This is an optimization exercise on Yosys and OpenROAD, whose aim is small area, a short achievable clock period and few clock cycles per item, not a production implementation. The RTL was checked by simulation tests, not by an equivalence proof against the original design. No activity file was given, so power comes from the tool's default toggle rates.

==> inputs of 12-23 <==
## array_list_engine
module array_list_engine #(
   parameter int DEPTH = ale_pkg::DEPTH_DEF
) (
   input  logic                            clock,
   input  logic                            reset,
   input  logic                            req_tvalid,
   output logic                            req_tready,
   input  logic [ale_pkg::REQ_TDATA_W-1:0] req_tdata,
   input  logic [ale_pkg::REQ_TUSER_W-1:0] req_tuser,
   output logic                            rsp_tvalid,
   input  logic                            rsp_tready,
   output logic [ale_pkg::RSP_TDATA_W-1:0] rsp_tdata,
   output logic [ale_pkg::RSP_TUSER_W-1:0] rsp_tuser,
   input  logic                            csr_tvalid,
   output logic                            csr_tready,
   input  logic [ale_pkg::CSR_TDATA_W-1:0] csr_tdata
);
clock: 6.0 ns
lec_check: 0
cap_margin: 20
core_margin: 2
core_utilization: 40
slew_margin: 20
run.sh (not shown) runs the stock make flow with config.mk's settings and CLKGATE_MAP_FILE= SYNTH_SCRIPT=/design/flow/synth_recipe.tcl, a recipe that flattens the netlist after the stock synthesis.
==> inputs of 07-19, as changes to 12-23 <==
--- a/flow/design.v
+++ b/flow/design.v
@@ -33,85 +33,151 @@
       S_IDLE,
       S_SCAN,
       S_TAIL,
       S_DIV,
       S_DONE
    } state_type;
 endpackage
 import ale_pkg::*;
+module ale_div_step #(
+   parameter int DIGITS = 4
+) (
+   input  logic [6:0]          n,       
+   input  logic [7:0]          n3,      
+   input  logic [5:0]          rem_i,
+   input  logic [2*DIGITS-1:0] bits_i,
+   output logic [5:0]          rem_o,
+   output logic [2*DIGITS-1:0] quo_o
+);
+   logic [7:0] kn [1:3];
+   logic [5:0] a [1:3];
+   logic [1:0] b [1:3];
+   logic [3:0] na0 [1:3];    
+   logic [3:0] na1 [1:3];    
+   assign kn[1] = {1'b0, n};
+   assign kn[2] = {n, 1'b0};
+   assign kn[3] = n3;
+   genvar k, s;
+   generate
+      for (k = 1; k <= 3; k++) begin : g_kn
+         assign a[k]   = kn[k][7:2];
+         assign b[k]   = kn[k][1:0];
+         assign na0[k] = 4'(-a[k][3:0]);
+         assign na1[k] = ~a[k][3:0];
+      end
+   endgenerate
+   logic [5:0] r [DIGITS+1];
+   assign r[0] = rem_i;
+   generate
+      for (s = 0; s < DIGITS; s++) begin : g_dig
+         logic [1:0] d;
+         logic [3:1] c;
+         logic [5:0] cand [4];
+         assign d = bits_i[2*(DIGITS-s)-1 -: 2];
+         assign cand[0] = {r[s][3:0], d};
+         for (k = 1; k <= 3; k++) begin : g_k
+            logic lt_db;
+            logic gt, eq;
+            logic [3:0] kk;
+            assign lt_db   = d < b[k];
+            assign gt      = r[s] > a[k];
+            assign eq      = r[s] == a[k];
+            assign c[k]    = gt || (eq && !lt_db);
+            assign kk      = lt_db ? na1[k] : na0[k];
+            assign cand[k] = {4'(r[s][3:0] + kk), 2'(d - b[k])};
+         end
+         assign r[s+1] = c[3] ? cand[3] : (c[2] ? cand[2] : (c[1] ? cand[1] : cand[0]));
+         assign quo_o[2*(DIGITS-s)-1] = c[2];
+         assign quo_o[2*(DIGITS-s)-2] = c[1] ^ c[2] ^ c[3];
+      end
+   endgenerate
+   assign rem_o = r[DIGITS];
+endmodule
 module ale_div #(
    parameter int NUM_W = 39,
    parameter int DEN_W = 7
 ) (
    input  logic                       clock,
    input  logic                       reset,
    input  logic                       start,
    input  logic [NUM_W-1:0]           num,
    input  logic [DEN_W-1:0]           den,
    output logic                       done,
    output logic [ale_pkg::ELEM_W-1:0] quo
 );
-   localparam int CNT_W = $clog2(NUM_W + 1);
-   logic             busy_ff, busy_in;
-   logic             done_ff, done_in;
-   logic             neg_ff, neg_in;
-   logic [NUM_W-1:0] mag_ff, mag_in;
-   logic [DEN_W-1:0] rem_ff, rem_in;
-   logic [DEN_W-1:0] den_ff, den_in;
-   logic [CNT_W-1:0] cnt_ff, cnt_in;
-   logic [DEN_W:0]   trial;
-   logic [DEN_W:0]   diff;
-   logic             ge;
-   assign trial = {rem_ff, mag_ff[NUM_W-1]};
-   assign ge    = trial >= {1'b0, den_ff};
-   assign diff  = trial - {1'b0, den_ff};
+   localparam int DIV_DIG  = 2;
+   localparam int DIV_BITS = 2 * DIV_DIG;
+   localparam int DIV_CYC  = 32 / DIV_BITS;
+   localparam int DCW      = $clog2(DIV_CYC);
+   logic              div_ff, dwr_ff, dneg_ff;
+   logic [DCW-1:0]    dcnt_ff;
+   logic [5:0]        drem_ff;
+   logic [31:0]       dq_ff, dnq_ff;
+   logic [6:0]        dn_ff;
+   logic [7:0]        dn3_ff;
+   logic [NUM_W-1:0]    a;
+   logic [5:0]          dv_rem_o;
+   logic [DIV_BITS-1:0] dv_quo;
+   logic [31:0]         dnq_next;
+   logic                div_last;
+   assign a        = num ^ {NUM_W{num[NUM_W-1]}};
+   assign div_last = div_ff && (dcnt_ff == DCW'(DIV_CYC - 1));
    always_comb begin
-      busy_in = busy_ff;
-      done_in = 1'b0;
-      neg_in  = neg_ff;
-      mag_in  = mag_ff;
-      rem_in  = rem_ff;
-      den_in  = den_ff;
-      cnt_in  = cnt_ff;
-      if (start) begin
-         busy_in = 1'b1;
-         neg_in  = num[NUM_W-1];
-         mag_in  = num[NUM_W-1] ? NUM_W'(~num + 1'b1) : num;
-         rem_in  = '0;
-         den_in  = den;
-         cnt_in  = CNT_W'(NUM_W);
-      end else if (busy_ff) begin
-         rem_in = ge ? diff[DEN_W-1:0] : trial[DEN_W-1:0];
-         mag_in = {mag_ff[NUM_W-2:0], ge};
-         cnt_in = CNT_W'(cnt_ff - 1'b1);
-         if (cnt_ff == CNT_W'(1)) begin
-            busy_in = 1'b0;
-            done_in = 1'b1;
-         end
+      logic [31:0] nq, nmq;
+      nq  = dnq_ff;
+      nmq = '1;
+      for (int b = 0; b < 32; b++) begin
+         if (b < DIV_BITS * int'(dcnt_ff)) nmq[b] = !dq_ff[b];
+      end
+      for (int g = DIV_DIG - 1; g >= 0; g--) begin
+         if (dv_quo[2*g +: 2] == 2'd0) nq = {nq[29:0], 2'b00};
+         else nq = {nmq[29:0], 2'(3'd4 - 3'(dv_quo[2*g +: 2]))};
+         nmq = {nmq[29:0], 2'(2'd3 - dv_quo[2*g +: 2])};
       end
+      dnq_next = nq;
    end
+   ale_div_step #(
+      .DIGITS (DIV_DIG)
+   ) u_step (
+      .n     (dn_ff),
+      .n3    (dn3_ff),
+      .rem_i (drem_ff),
+      .bits_i(dq_ff[31 -: DIV_BITS]),
+      .rem_o (dv_rem_o),
+      .quo_o (dv_quo)
+   );
    always_ff @(posedge clock) begin
       if (reset) begin
-         busy_ff <= 1'b0;
-         done_ff <= 1'b0;
+         div_ff <= 1'b0;
+         dwr_ff <= 1'b0;
       end else begin
-         busy_ff <= busy_in;
-         done_ff <= done_in;
+         if (start) div_ff <= 1'b1;
+         else if (div_last) div_ff <= 1'b0;
+         dwr_ff <= div_last;
       end
    end
    always_ff @(posedge clock) begin
-      neg_ff <= neg_in;
-      mag_ff <= mag_in;
-      rem_ff <= rem_in;
-      den_ff <= den_in;
-      cnt_ff <= cnt_in;
+      if (start) begin
+         dneg_ff <= num[NUM_W-1];
+         dn_ff   <= 7'(den);
+         dn3_ff  <= 8'(8'(den) + 8'({den, 1'b0}));
+         dcnt_ff <= '0;
+         drem_ff <= a[37:32];
+         dq_ff   <= a[31:0];
+         dnq_ff  <= '0;
+      end else if (div_ff) begin
+         if (!div_last) dcnt_ff <= DCW'(dcnt_ff + 1'b1);
+         drem_ff <= dv_rem_o;
+         dq_ff   <= {dq_ff[31-DIV_BITS:0], dv_quo};
+         dnq_ff  <= dnq_next;
+      end
    end
-   assign done = done_ff;
-   assign quo  = neg_ff ? ELEM_W'(~mag_ff[ELEM_W-1:0] + 1'b1) : mag_ff[ELEM_W-1:0];
+   assign done = dwr_ff;
+   assign quo  = !dneg_ff ? dq_ff : ((7'(drem_ff) == 7'(dn_ff - 7'd1)) ? ~dq_ff : dnq_ff);
 endmodule
 import ale_pkg::*;
 module array_list_engine #(
    parameter int DEPTH = ale_pkg::DEPTH_DEF
 ) (
    input  logic                            clock,
    input  logic                            reset,
    input  logic                            req_tvalid,
@@ -454,19 +520,18 @@
                            mem_wd = prev_ff;
                         end
                      end
                   end
                   REQ_GET: begin
                      val_in = rd_data_ff;
                   end
                   REQ_SET: begin
-                     sum_in = sum_ff + SUM_W'($signed(key_ff)) - SUM_W'($signed(rd_data_ff));
+                     sum_in = sum_ff - SUM_W'($signed(rd_data_ff));
                      trk_remove(rd_data_ff);
-                     trk_add(key_ff, 1'b0);
                   end
                   REQ_MAX: begin
                      if ((rd_addr_ff == '0) || ($signed(rd_data_ff) > $signed(val_ff))) begin
                         val_in  = rd_data_ff;
                         scnt_in = CW'(1);
                      end else if (rd_data_ff == val_ff) begin
                         scnt_in = CW'(scnt_ff + 1'b1);
                      end
@@ -507,16 +572,18 @@
             end
          end
          S_TAIL: begin
             mem_we = 1'b1;
             mem_wa = wr_addr_ff;
             mem_wd = key_ff;
             if ((op_ff == REQ_APPEND) || (op_ff == REQ_INSERT)) begin
                count_in = CW'(count_ff + 1'b1);
+            end
+            if ((op_ff == REQ_APPEND) || (op_ff == REQ_INSERT) || (op_ff == REQ_SET)) begin
                sum_in   = sum_ff + SUM_W'($signed(key_ff));
                trk_add(key_ff, count_ff == '0);
             end
          end
          S_DIV: begin
             if (div_done) begin
                val_in = div_quo;
             end
CORE_UTILIZATION = 50   (was 40)
SETUP_SLACK_MARGIN = 1.5   (was not set)
==> results.txt <==
In 07-19 the core utilization is higher than in 12-23, by 12 points.
In 12-23 the global-route usage is lower than in 07-19, by 6.3 points.
Of 12-23 and 07-19, 12-23 has the higher clock skew (gap 0.027 ns).
Against 12-23, the fmax of 07-19 is higher by 16%.
In 07-19 the register-to-register slack is better than in 12-23, by 0.76 ns.
Combinational power: 12-23 is lower than 07-19 (45%).
In 12-23 the sequential share of layout area is higher than in 07-19, by 0.79 points.
Hold slack: 07-19 is worse than 12-23 (0.022 ns).
Testbench counts of 12-23, summed over its fixed seeds: cycles 308,026, requests 16,000.
Testbench counts of 07-19, summed over its fixed seeds: cycles 287,132, requests 16,000.

[static timing again, ports no longer ideal]
The flow's constraints put no driver on any port. The routed layouts listed below were extracted and timed again, unchanged, in two steps.
Step 1 (the two cells are an assumption about what drives the block):
set clk [get_ports {clock}]
set_driving_cell -lib_cell sky130_fd_sc_hd__clkbuf_16 $clk
set_driving_cell -lib_cell sky130_fd_sc_hd__buf_2 [delete_from_list [all_inputs] $clk]
Step 2 also shifts input and output timing later by t, the mid clock arrival at the registers, as if the neighbouring blocks saw the same clock.
a / b / c = ideal ports / drivers / drivers and shift; a / b = the first two.
| run | t (ns) | setup WS [ns] | worst setup path after step 2 | slew at the worst register clock pin (ns) | worst slew at a driven data input, ns |
|---|---|---|---|---|---|
| 12-23 | 0.938 | 0.330 / 0.330 / 0.330 | register to register | 0.07 / 0.07 | 0.16 |
| 07-19 | 0.990 | 1.092 / 1.092 / 1.092 | register to register | 0.07 / 0.07 | 0.06 |
After both steps setup and hold are still met in every run listed.
